This is an optimization exercise on Yosys and OpenROAD, whose aim is small area, a short achievable clock period and few clock cycles per item, not a production implementation.
The RTL was checked by simulation tests, not by an equivalence proof against the original design.
Power figures rest on the tool's default switching activity, not on a simulated workload.

==> flow/design.v <==
`default_nettype none
module screen_reader #(
  parameter int queue_depth = 3                                
) (
  input  logic        clk,
  input  logic        reset,
  input  logic        start,                                   
  input  logic        done,                                    
  input  logic [31:0] frame_base,                              
  output logic [31:0] mem_address,
  output logic        mem_read,
  input  logic        mem_waitrequest,
  output logic        processing,
  output logic        frame_start,                             
  output logic        accept,                                  
  input  logic        wr_accept                                
);
  logic       busy;                                            
  logic [8:0] rd_cnt;                                          
  logic [2:0] occ;                                             
  logic [2:0] occ_next;
  logic       more;                                            
  assign frame_start = start && !busy;
  assign accept      = mem_read && !mem_waitrequest;
  assign occ_next    = occ + 3'(accept) - 3'(wr_accept);
  assign more        = !rd_cnt[8] && !(accept && rd_cnt[7:0] == 8'hff);
  always_ff @(posedge clk) begin
    if (reset) begin
      processing <= 1'b0;
      busy       <= 1'b0;
      mem_read   <= 1'b0;
      rd_cnt     <= 9'h100;
      occ        <= '0;
    end else begin
      occ <= occ_next;
      if (frame_start) begin
        processing <= 1'b1;
        busy       <= 1'b1;
        mem_read   <= 1'b1;
        rd_cnt     <= '0;
      end else begin
        if (done) begin
          processing <= 1'b0;
          busy       <= 1'b0;
        end
        if (accept) rd_cnt <= rd_cnt + 1'b1;
        mem_read <= (mem_read && mem_waitrequest)
                 || (more && occ_next < 3'(queue_depth));
      end
    end
  end
  always_ff @(posedge clk) begin
    if (!busy) mem_address <= frame_base;
    else       mem_address <= mem_address + 32'(accept);
  end
endmodule
`default_nettype wire
`default_nettype none
module pixel_fifo (
  input  logic        clk,
  input  logic        reset,
  input  logic        in_valid,                                
  input  logic [7:0]  in_idx,                                  
  input  logic        take,                                    
  output logic        head_valid,
  output logic [15:0] head_hi,                                 
  output logic [15:0] head_lo                                  
);
  logic       q_valid;                                         
  logic [7:0] q_idx;
  logic       advance;                                         
  logic [7:0] next_idx;
  logic [7:0] head_idx;                                        
  logic [7:0] dec_idx;                                         
  assign advance  = take || !head_valid;
  assign next_idx = q_valid ? q_idx : in_idx;
  always_ff @(posedge clk) begin
    if (reset) begin
      head_valid <= 1'b0;
      q_valid    <= 1'b0;
    end else if (advance) begin
      head_valid <= q_valid || in_valid;
      q_valid    <= q_valid && in_valid;
    end else begin
      if (in_valid) q_valid <= 1'b1;
    end
  end
  always_ff @(posedge clk) begin
    if (in_valid && (q_valid || !advance)) q_idx <= in_idx;
  end
  assign dec_idx = advance ? next_idx : head_idx;
  always_ff @(posedge clk) begin
    if (advance) head_idx <= next_idx;
  end
  always_ff @(posedge clk) begin
    for (int j = 0; j < 16; j++) begin
      head_hi[j] <= (dec_idx[7:4] == 4'(j));
      head_lo[j] <= (dec_idx[3:0] == 4'(j));
    end
  end
endmodule
`default_nettype wire
`default_nettype none
module vga_pixel_writer (
  input  logic        clk,
  input  logic        reset,
  input  logic        start,                                   
  input  logic        head_valid,                              
  input  logic [15:0] head_hi,                                 
  input  logic [15:0] head_lo,                                 
  output logic        load,                                    
  input  logic        palette_write,
  input  logic [7:0]  palette_index,
  input  logic [23:0] palette_rgb,                             
  output logic [31:0] vga_address,
  output logic        vga_write,
  input  logic        vga_waitrequest,
  output logic [15:0] vga_writedata,                           
  output logic        accept,                                  
  output logic        done
);
  localparam int n_grp = 85;                                   
  logic [255:0] sel;                                           
  logic [15:0]  grp_n [n_grp];                                 
  logic [15:0]  last;                                          
  logic [15:0]  pix;                                           
  logic [7:0]   wr_n;                                          
  logic [15:0]  held;                                          
  logic         pw_en;                                         
  logic [7:0]   pw_idx;
  logic [15:0]  pw_rgb;
  always_ff @(posedge clk) begin
    pw_en  <= palette_write;
    pw_idx <= palette_index;
    pw_rgb <= {palette_rgb[23:19], palette_rgb[15:10], palette_rgb[7:3]};
  end
  always_comb begin
    for (int i = 0; i < 256; i++) sel[i] = head_hi[i / 16] && head_lo[i % 16];
  end
  for (genvar k = 0; k < n_grp; k++) begin : g_grp
    palette_group u_grp (
      .clk   (clk),
      .we    ({pw_en && pw_idx == 8'(3*k + 2), pw_en && pw_idx == 8'(3*k + 1),
               pw_en && pw_idx == 8'(3*k)}),
      .wdata (pw_rgb),
      .s     (sel[3*k + 2 : 3*k]),
      .y_n   (grp_n[k])
    );
  end
  always_ff @(posedge clk) begin
    if (pw_en && pw_idx == 8'hff) last <= pw_rgb;
  end
  always_comb begin
    pix = {16{sel[255]}} & last;
    for (int k = 0; k < n_grp; k++) pix = pix | ~grp_n[k];
  end
  assign accept = vga_write && !vga_waitrequest;
  assign load   = !vga_write || !vga_waitrequest;
  assign vga_address = 32'h0800_0000 | (32'(wr_n[7:5]) << 10) | (32'(wr_n[4:0]) << 1);
  always_ff @(posedge clk) begin
    if (reset)     vga_write <= 1'b0;
    else if (load) vga_write <= head_valid;
  end
  always_ff @(posedge clk) begin
    if (load && head_valid) held <= pix;
  end
  always_ff @(posedge clk) begin
    vga_writedata <= load ? pix : held;
  end
  always_ff @(posedge clk) begin
    if (start) wr_n <= '0;
    else       wr_n <= wr_n + 8'(accept);
  end
  always_ff @(posedge clk) begin
    if (reset) done <= 1'b0;
    else       done <= accept && wr_n == 8'hff;
  end
endmodule
module palette_group (
  input  logic        clk,
  input  logic [2:0]  we,                                      
  input  logic [15:0] wdata,
  input  logic [2:0]  s,                                       
  output logic [15:0] y_n                                      
);
  logic [15:0] ent0;
  logic [15:0] ent1;
  logic [15:0] ent2;
  always_ff @(posedge clk) begin
    if (we[0]) ent0 <= wdata;
  end
  always_ff @(posedge clk) begin
    if (we[1]) ent1 <= wdata;
  end
  always_ff @(posedge clk) begin
    if (we[2]) ent2 <= wdata;
  end
  assign y_n = ~(({16{s[0]}} & ent0) | ({16{s[1]}} & ent1) | ({16{s[2]}} & ent2));
endmodule
`default_nettype wire
`default_nettype none
module framebuffer_update_top (
  input  logic                         clk,
  input  logic                         reset,
  input  logic                         start,
  input  logic [31:0]                  frame_base,             
  input  logic                         palette_write,
  input  logic [7:0]                   palette_index,
  input  logic [23:0]                  palette_rgb,
  output logic [31:0]                  mem_address,
  output logic                         mem_read,
  input  logic                         mem_waitrequest,
  input  logic [7:0]                   mem_readdata,
  output logic [31:0]                  vga_address,
  output logic                         vga_write,
  input  logic                         vga_waitrequest,
  output logic [15:0]                  vga_writedata,          
  output logic                         processing,
  output logic                         done
);
  localparam int queue_depth = 3;                              
  logic        frame_start;
  logic        rd_accept;                                      
  logic        wr_accept;                                      
  logic        load;                                           
  logic        head_valid;                                     
  logic [15:0] head_hi;                                        
  logic [15:0] head_lo;                                        
  screen_reader #(.queue_depth(queue_depth)) u_reader (
    .clk             (clk),
    .reset           (reset),
    .start           (start),
    .done            (done),
    .frame_base      (frame_base),
    .mem_address     (mem_address),
    .mem_read        (mem_read),
    .mem_waitrequest (mem_waitrequest),
    .processing      (processing),
    .frame_start     (frame_start),
    .accept          (rd_accept),
    .wr_accept       (wr_accept)
  );
  pixel_fifo u_fifo (
    .clk        (clk),
    .reset      (reset),
    .in_valid   (rd_accept),
    .in_idx     (mem_readdata),
    .take       (load),
    .head_valid (head_valid),
    .head_hi    (head_hi),
    .head_lo    (head_lo)
  );
  vga_pixel_writer u_writer (
    .clk             (clk),
    .reset           (reset),
    .start           (frame_start),
    .head_valid      (head_valid),
    .head_hi         (head_hi),
    .head_lo         (head_lo),
    .load            (load),
    .palette_write   (palette_write),
    .palette_index   (palette_index),
    .palette_rgb     (palette_rgb),
    .vga_address     (vga_address),
    .vga_write       (vga_write),
    .vga_waitrequest (vga_waitrequest),
    .vga_writedata   (vga_writedata),
    .accept          (wr_accept),
    .done            (done)
  );
endmodule
`default_nettype wire
Settings: LEC_CHECK=0, CAP_MARGIN=20, CORE_MARGIN=2, CORE_UTILIZATION=55, CTS_CLUSTER_DIAMETER=127, CTS_CLUSTER_SIZE=24, SETUP_SLACK_MARGIN=5, SLEW_MARGIN=20, SYNTH_HIERARCHICAL=1, SYNTH_MEMORY_MAX_BITS=16384; clock period 10.0 ns.
standard.sh (not shown) runs the stock make flow with config.mk's settings and CLKGATE_MAP_FILE= SYNTH_SCRIPT=/design/flow/synth_recipe.tcl, a recipe that flattens the netlist after the stock synthesis.
==> flow/flow/run.sh <==
#!/bin/bash
set -euo pipefail
bash standard.sh SETUP_SLACK_MARGIN=6.7 finish > standard.log 2>&1
Testbench counts at the start, summed over its fixed seeds: cycles 8,320, items 8,192.
Change:
==> flow/flow/run.sh (replaced) <==
#!/bin/bash
set -euo pipefail
bash standard.sh SETUP_SLACK_MARGIN=6.6 finish > standard.log 2>&1
CORE_UTILIZATION = 45   (was 55)
Power fell by 0.31%.
Synthesized area does not change.
Critical path depth rose by 6.
Wire length fell by 1.2%.
Setup slack got worse by 0.054 ns.
Non-clock buffer count fell by 58.
Change:
==> flow/flow/run.sh (replaced) <==
#!/bin/bash
set -euo pipefail
bash standard.sh SETUP_SLACK_MARGIN=6.8 finish > standard.log 2>&1
CORE_UTILIZATION = 62   (was 45)
Maximum frequency stays flat.
Worst hold slack is better by 0.0034 ns.
Register-to-register slack is about the same.
Change:
==> flow/flow/run.sh (replaced) <==
#!/bin/bash
set -euo pipefail
bash standard.sh SETUP_SLACK_MARGIN=6.55 finish > standard.log 2>&1
CORE_UTILIZATION = 55   (was 62)
Total power is about the same.
Critical path depth decreases by 1.
Die area increases by 13%.
Wire length decreases by 2.0%.
Sequential power barely changes.

==> static timing again, ports no longer ideal <==
The results above use ideal ports. As a check the final layouts listed here were re-extracted and re-timed, cells and wires unchanged.
Step 1 (the two cells are an assumption about what drives the block):
set clk [get_ports {clk}]
set_driving_cell -lib_cell sky130_fd_sc_hd__clkbuf_16 $clk
set_driving_cell -lib_cell sky130_fd_sc_hd__buf_2 [delete_from_list [all_inputs] $clk]
Step 2 moves the port delays by t, midway between the first and last clock arrival at a register: inputs arrive t later, outputs are due t later. That takes back most of the time a late clock gives input paths.
Slacks: ideal ports / drivers / drivers and shift; pairs: ideal ports / drivers.
| run | t, ns | setup slack, ns | worst hold slack (ns) |
|---|---|---|---|
| the first run | 1.006 | 6.514 / 6.417 / 5.872 | 0.485 / 0.485 / 0.485 |
| the second run | 1.022 | 6.460 / 6.460 / 5.749 | 0.477 / 0.477 / 0.477 |
| the third run | 0.951 | 6.454 / 6.454 / 5.970 | 0.481 / 0.481 / 0.481 |
| the fourth run | 0.997 | 6.456 / 6.428 / 5.721 | 0.490 / 0.490 / 0.490 |
After both steps every run listed still meets setup and hold. For the fourth run, which loses most, drivers alone change the setup slack by -0.028 ns; drivers and shift together by -0.735 ns.
